What follows belongs to an exercise in optimizing a design on an open flow for small area, a short achievable clock period and few clock cycles per item; a production flow would make more cautious choices. RTL that was checked went through simulation tests only; none was proved equivalent to the original.

== before ==
// lidar_flat_point_selector
module lidar_flat_point_selector #(
	parameter int COORD_WIDTH = 24
) (
	input  logic                          clk,
	input  logic                          arst_n,
	input  logic                          cfg_we,
	input  logic                          cfg_index,
	input  logic [53:0]                   cfg_data,
	input  logic                          points_valid,
	output logic                          points_ready,
	input  logic signed [COORD_WIDTH-1:0] points_point_x,
	input  logic signed [COORD_WIDTH-1:0] points_point_y,
	input  logic signed [COORD_WIDTH-1:0] points_point_z,
	input  logic [15:0]                   points_intensity,
	input  logic                          points_point_valid,
	input  logic                          points_frame_start,
	output logic                          features_valid,
	input  logic                          features_ready,
	output logic signed [COORD_WIDTH-1:0] features_feature_x,
	output logic signed [COORD_WIDTH-1:0] features_feature_y,
	output logic signed [COORD_WIDTH-1:0] features_feature_z,
	output logic [15:0]                   features_feature_intensity,
	output logic [53:0]                   features_curvature
);
For scale: roughly 4,700 cells after synthesis, roughly 800 flip-flops, about 290 I/O pins, roughly 51,000 sq um of cells after synthesis.
clock: 9.5 ns
lec_check: 0
cap_margin: 20
core_margin: 2
core_utilization: 40
slew_margin: 20
standard.sh (not shown) runs the stock make flow with config.mk's settings and CLKGATE_MAP_FILE= SYNTH_SCRIPT=/design/flow/synth_recipe.tcl, a recipe that flattens the netlist after the stock synthesis.
==> flow/flow/run.sh <==
#!/bin/bash
# Standard layout; timing repair aimed 6.0 ns below the clock period, and
# the port buffers are buf_1 cells (repair resizes those on critical paths).
set -euo pipefail
bash standard.sh SETUP_SLACK_MARGIN=6.0 "BUFFER_PORTS_ARGS=-buffer_cell sky130_fd_sc_hd__buf_1" finish > standard_flow.log 2>&1
Changes in after relative to before:
-- flow/design.v --
<<< before, line 65
	logic [2:0]    fill_q;
	logic [7:0]    cnt_q;
	logic [13:0]   s1_s_q, s1_c_q;      
	logic [17:0]   s1_rng_q;            
	logic          s1_small;
	logic [PW-1:0] o_pt_q;     
>>> after, line 65
	logic [2:0]    fill_q;
	logic [7:0]    cnt_q;
	logic [12:0]   s1_sq_q [0:2];       
	logic [29:0]   s1_rng_q;            
	logic          s1_small;
	logic [PW-1:0] o_pt_q;     
<<< before, line 189
	end
	logic [DW-1:0] d [0:2];
	logic [5:0]    d_rng [0:2];
	logic          d_sgn [0:2];
	logic [12:0]   sq [0:2];        
>>> after, line 189
	end
	logic [DW-1:0] d [0:2];
	logic [9:0]    d_rng [0:2];
	logic          d_sgn [0:2];
	logic [12:0]   sq [0:2];        
<<< before, line 200
			assign ec = {((a_q[ga] & e3) | (a_q[ga] & e4) | (e3 & e4)), 1'b0};
			assign d[ga]       = es + ec;
			assign d_rng[ga]   = {(d[ga][26:20] == '1), (d[ga][19:13] == '1), (d[ga][12:6] == '1),
			                      (d[ga][26:20] == '0), (d[ga][19:13] == '0), (d[ga][12:6] == '0)};
			assign d_sgn[ga]   = d[ga][DW-1];
			always_comb begin
>>> after, line 200
			assign ec = {((a_q[ga] & e3) | (a_q[ga] & e4) | (e3 & e4)), 1'b0};
			assign d[ga]       = es + ec;
			logic [20:0] px, gx, zb, tb;
			logic        cy;
			assign px = es[26:6] ^ ec[26:6];
			assign gx = es[26:6] & ec[26:6];
			assign zb = {px[20:1] ^ ~(px[19:0] | gx[19:0]), ~px[0]};
			assign tb = {px[20:2] ^ gx[19:1], px[1] ^ (px[0] | gx[0]), ~px[0]};
			assign cy = ({1'b0, es[5:0]} + {1'b0, ec[5:0]}) >> 6;
			assign d_rng[ga] = {cy, &tb[20:14], &tb[13:7], &tb[6:0], &zb[20:14], &zb[13:7], &zb[6:0],
			                    &px[20:14], &px[13:7], &px[6:0]};
			assign d_sgn[ga]   = d[ga][DW-1];
			always_comb begin
<<< before, line 355
	always_ff @(posedge clk) begin
		if (s1_load) begin
			s1_s_q     <= {1'b0, sq[0] ^ sq[1] ^ sq[2]};
			s1_c_q     <= {((sq[0] & sq[1]) | (sq[0] & sq[2]) | (sq[1] & sq[2])), 1'b0};
			s1_rng_q   <= {d_rng[2], d_rng[1], d_rng[0]};
		end
>>> after, line 362
	always_ff @(posedge clk) begin
		if (s1_load) begin
			s1_sq_q[0] <= sq[0];
			s1_sq_q[1] <= sq[1];
			s1_sq_q[2] <= sq[2];
			s1_rng_q   <= {d_rng[2], d_rng[1], d_rng[0]};
		end
<<< before, line 366
		for (ga = 0; ga < 3; ga = ga + 1) begin : g_small
			logic ok;
			assign ok = (&s1_rng_q[6*ga +: 3]) || (&s1_rng_q[6*ga+3 +: 3]);
		end
	endgenerate
>>> after, line 374
		for (ga = 0; ga < 3; ga = ga + 1) begin : g_small
			logic ok;
			logic [9:0] q;
			assign q  = s1_rng_q[10*ga +: 10];
			assign ok = (&q[2:0]) || (!q[9] && (&q[5:3])) || (q[9] && (&q[8:6]));
		end
	endgenerate
<<< before, line 372
	logic [13:0] curv_fast;
	logic        flat_fast;
	assign curv_fast = s1_s_q + s1_c_q;
	assign flat_fast = s1_small && (thi || (curv_fast < thresh_q[13:0]));
	logic [4:0]    sc_q;
	logic [2:0]    sg_q;
	logic          start;
	logic          sc0;
	logic [MW-1:0] r [0:2];
	logic [MW-1:0] m [0:2];
>>> after, line 382
	logic [13:0] curv_fast;
	logic        flat_fast;
	logic [13:0] cs_s, cs_c;
	assign cs_s      = {1'b0, s1_sq_q[0] ^ s1_sq_q[1] ^ s1_sq_q[2]};
	assign cs_c      = {((s1_sq_q[0] & s1_sq_q[1]) | (s1_sq_q[0] & s1_sq_q[2]) | (s1_sq_q[1] & s1_sq_q[2])), 1'b0};
	assign curv_fast = cs_s + cs_c;
	logic [13:0] ct_s, ct_c;
	logic [14:0] ct;
	assign ct_s      = cs_s ^ cs_c ^ ~thresh_q[13:0];
	assign ct_c      = {((cs_s[12:0] & cs_c[12:0]) | (cs_s[12:0] & ~thresh_q[12:0]) | (cs_c[12:0] & ~thresh_q[12:0])), 1'b1};
	assign ct        = {1'b0, ct_s} + {1'b0, ct_c};
	assign flat_fast = s1_small && (thi || !ct[14]);
	logic [4:0]    sc_q;
	logic [2:0]    sg_q;
	logic          start;
	logic          sc0;        
	logic [MW-1:0] r [0:2];
	logic [MW-1:0] m [0:2];
<<< before, line 383
	logic          acc_ci;
	assign start  = !tsmall && s1v_q && !s1_small && !ov_q && !busy_q && !fin_q;
	assign sc0    = (sc_q == 5'd0);
	assign r[0]   = k_pt_q[0*MW +: MW];
	assign r[1]   = k_pt_q[1*MW +: MW];
>>> after, line 401
	logic          acc_ci;
	assign start  = !tsmall && s1v_q && !s1_small && !ov_q && !busy_q && !fin_q;
	assign r[0]   = k_pt_q[0*MW +: MW];
	assign r[1]   = k_pt_q[1*MW +: MW];
<<< before, line 419
			fin_q  <= 1'b0;
			sc_q   <= '0;
		end else begin
			if (start) begin
				busy_q <= 1'b1;
>>> after, line 436
			fin_q  <= 1'b0;
			sc_q   <= '0;
			sc0    <= 1'b0;
		end else begin
			sc0 <= start;
			if (start) begin
				busy_q <= 1'b1;
--- outcome ---
Compared with before, after shows a lower met1 usage.
The async set or reset register ratio after synthesis number comes out lower for after vs before.
On relative max-transition margin: between before and after, it ends up lower for after.
| share of layout cells above drive strength 1 | after vs before | 7.4 points lower |
Initial antenna violation count (lower): before
Changes observed in after relative to before: detailed router's first-iteration violation count went down; number of buffers created by CTS went up.
No functional check of the RTL was part of any run of this note.

========
Another version of the RTL of lidar_flat_point_selector (not shown whole).
Size: about 4900 cells after synthesis, ~820 flip-flops, about 290 I/O pins, ~54000 um2 of cells after synthesis.
==> flow/config.mk <==
export PLATFORM = sky130hd
export DESIGN_NAME = lidar_flat_point_selector
export DESIGN_NICKNAME = lidar_flat_point_selector
export VERILOG_FILES = /design/flow/design.v
export SDC_FILE = /design/flow/constraint.sdc
export NUM_CORES = 4
export LEC_CHECK = 0
export CAP_MARGIN = 20
export CORE_MARGIN = 2
export CORE_UTILIZATION = 40
export SLEW_MARGIN = 20
==> flow/constraint.sdc <==
create_clock -name core_clock -period 9.5 [get_ports {clk}]
set_input_delay 1.9000 -clock core_clock [delete_from_list [all_inputs] [get_ports {clk}]]
set_output_delay 1.9000 -clock core_clock [all_outputs]
set_load 0.01 [all_outputs]
Scripts as last shown in full above: flow/flow/run.sh
The starting point completed without violations.
Then changed:
--- a/flow/design.v
+++ b/flow/design.v
@@ -23,13 +23,13 @@
 	output logic [53:0]                   features_curvature
 );
 	localparam int CW  = COORD_WIDTH;
 	localparam int DW  = CW + 3;       
 	localparam int MW  = DW - 1;       
 	localparam int PW  = 3 * CW + 16;  
-	localparam int AW  = 31;           
+	localparam int AW  = 32;           
 	localparam int QW  = AW - 2;       
 	localparam logic [53:0] THRESH_RESET = 54'd1049;
 	localparam logic [7:0]  STRIDE_RESET = 8'd1;
 	logic [53:0] thresh_q;
 	logic [7:0]  stride_q;
 	always_ff @(posedge clk or negedge arst_n) begin
@@ -62,13 +62,13 @@
 	logic [CW-1:0] w_q [0:2][1:4];
 	logic [15:0]   wi_q [1:4];
 	logic          kq_q;                
 	logic [2:0]    fill_q;
 	logic [7:0]    cnt_q;
 	logic [12:0]   s1_sq_q [0:2];       
-	logic [29:0]   s1_rng_q;            
+	logic [17:0]   s1_rng_q;            
 	logic          s1_small;
 	logic [PW-1:0] o_pt_q;     
 	logic [53:0]   o_curv_q;
 	logic          in_keep;
 	logic          accept;
 	logic          src_v;
@@ -161,14 +161,14 @@
 			logic [DW-1:0] s1a, c1a;
 			logic [DW-1:0] a_next;
 			assign o1 = {{3{w_q[ga][1][CW-1]}}, w_q[ga][1]};
 			assign o2 = {{3{w_q[ga][2][CW-1]}}, w_q[ga][2]};
 			assign o3 = ~{w_q[ga][3][CW-1], w_q[ga][3], 2'b00};
 			assign s1a = o1 ^ o2 ^ o3;
-			assign c1a = {((o1 & o2) | (o1 & o3) | (o2 & o3)), 1'b1};   
-			assign a_next = s1a + c1a;
+			assign c1a = {((o1 & o2) | (o1 & o3) | (o2 & o3)), 1'b0};
+			assign a_next = s1a + c1a + 27'd1;
 			always_ff @(posedge clk) begin
 				if (w_shift) begin
 					a_q[ga]    <= a_next;
 					w_q[ga][1] <= w_q[ga][2];
 					w_q[ga][2] <= w_q[ga][3];
 					w_q[ga][3] <= w_q[ga][4];
@@ -185,32 +185,25 @@
 			wi_q[3] <= wi_q[4];
 		end
 		if (proc)
 			wi_q[4] <= src_pt[3*CW +: 16];
 	end
 	logic [DW-1:0] d [0:2];
-	logic [9:0]    d_rng [0:2];
+	logic [5:0]    d_rng [0:2];
 	logic          d_sgn [0:2];
 	logic [12:0]   sq [0:2];        
 	generate
 		for (ga = 0; ga < 3; ga = ga + 1) begin : g_d
 			logic [DW-1:0] e3, e4, es, ec;
 			assign e3 = {{3{w_q[ga][3][CW-1]}}, w_q[ga][3]};
 			assign e4 = {{3{w_q[ga][4][CW-1]}}, w_q[ga][4]};
 			assign es = a_q[ga] ^ e3 ^ e4;
 			assign ec = {((a_q[ga] & e3) | (a_q[ga] & e4) | (e3 & e4)), 1'b0};
 			assign d[ga]       = es + ec;
-			logic [20:0] px, gx, zb, tb;
-			logic        cy;
-			assign px = es[26:6] ^ ec[26:6];
-			assign gx = es[26:6] & ec[26:6];
-			assign zb = {px[20:1] ^ ~(px[19:0] | gx[19:0]), ~px[0]};
-			assign tb = {px[20:2] ^ gx[19:1], px[1] ^ (px[0] | gx[0]), ~px[0]};
-			assign cy = ({1'b0, es[5:0]} + {1'b0, ec[5:0]}) >> 6;
-			assign d_rng[ga] = {cy, &tb[20:14], &tb[13:7], &tb[6:0], &zb[20:14], &zb[13:7], &zb[6:0],
-			                    &px[20:14], &px[13:7], &px[6:0]};
+			assign d_rng[ga]   = {(d[ga][26:20] == '1), (d[ga][19:13] == '1), (d[ga][12:6] == '1),
+			                      (d[ga][26:20] == '0), (d[ga][19:13] == '0), (d[ga][12:6] == '0)};
 			assign d_sgn[ga]   = d[ga][DW-1];
 			always_comb begin
 				case (d[ga][6:0])
 				7'd0: sq[ga] = 13'd0;
 				7'd1: sq[ga] = 13'd1;
 				7'd2: sq[ga] = 13'd4;
@@ -370,15 +363,13 @@
 	logic [PW-1:0] centre;
 	assign centre = sh_q ? {wi_q[1], w_q[2][1], w_q[1][1], w_q[0][1]} :
 	                       {wi_q[2], w_q[2][2], w_q[1][2], w_q[0][2]};
 	generate
 		for (ga = 0; ga < 3; ga = ga + 1) begin : g_small
 			logic ok;
-			logic [9:0] q;
-			assign q  = s1_rng_q[10*ga +: 10];
-			assign ok = (&q[2:0]) || (!q[9] && (&q[5:3])) || (q[9] && (&q[8:6]));
+			assign ok = (&s1_rng_q[6*ga +: 3]) || (&s1_rng_q[6*ga+3 +: 3]);
 		end
 	endgenerate
 	assign s1_small = g_small[0].ok && g_small[1].ok && g_small[2].ok;
 	logic [13:0] curv_fast;
 	logic        flat_fast;
 	logic [13:0] cs_s, cs_c;
- global-route usage is lower by 0.13 points
- design area drops by 2.9%
- sequential share of layout area goes up by 0.52 points
- worst setup slack is worse by 270 ps
- sequential cell count fell by 12
- via count fell by 1.6%
- synthesized cell count drops by 3.1%
- maximum frequency came out lower by 6.7%
- wire length fell by 4.6%
- clock skew fell by 28 ps
- non-clock buffer count is higher by 32
- worst hold slack hardly moves
Testbench counts after the change, summed over its fixed seeds: cycles 32,009, items 32,000.
Function not checked in the first run of this note: the RTL went through the layout flow alone.

what the ideal ports hide:
Ports are ideal in the flow. The routed layouts listed here were re-timed in OpenROAD.
Step 1 assumes that a clkbuf_16 drives the clock port and a buf_2 every other input.
Step 2 adds t to the input delays and takes it off the output delays; t is the mean of the earliest and latest rising clock arrival at the registers after step 1. Input paths then give back, and output paths get back, about the clock's delay inside the block.
Slacks: ideal ports / drivers / drivers and shift; pairs: ideal ports / drivers.
run | shift t [ns] | slack for setup (ns) | worst hold slack (ns)
before | 0.773 | 5.625 / 5.625 / 5.170 | 0.415 / 0.415 / 0.415
after | 0.788 | 5.838 / 5.838 / 5.229 | 0.418 / 0.418 / 0.418
the first run of note 2 | 0.784 | 5.755 / 5.755 / 5.323 | 0.406 / 0.406 / 0.406
the second run of note 2 | 0.766 | 5.485 / 5.485 / 5.316 | 0.408 / 0.408 / 0.408
After both steps every run listed still meets setup and hold. For after, which loses most, drivers alone change the setup slack by 0.000 ns; drivers and shift together by -0.609 ns.
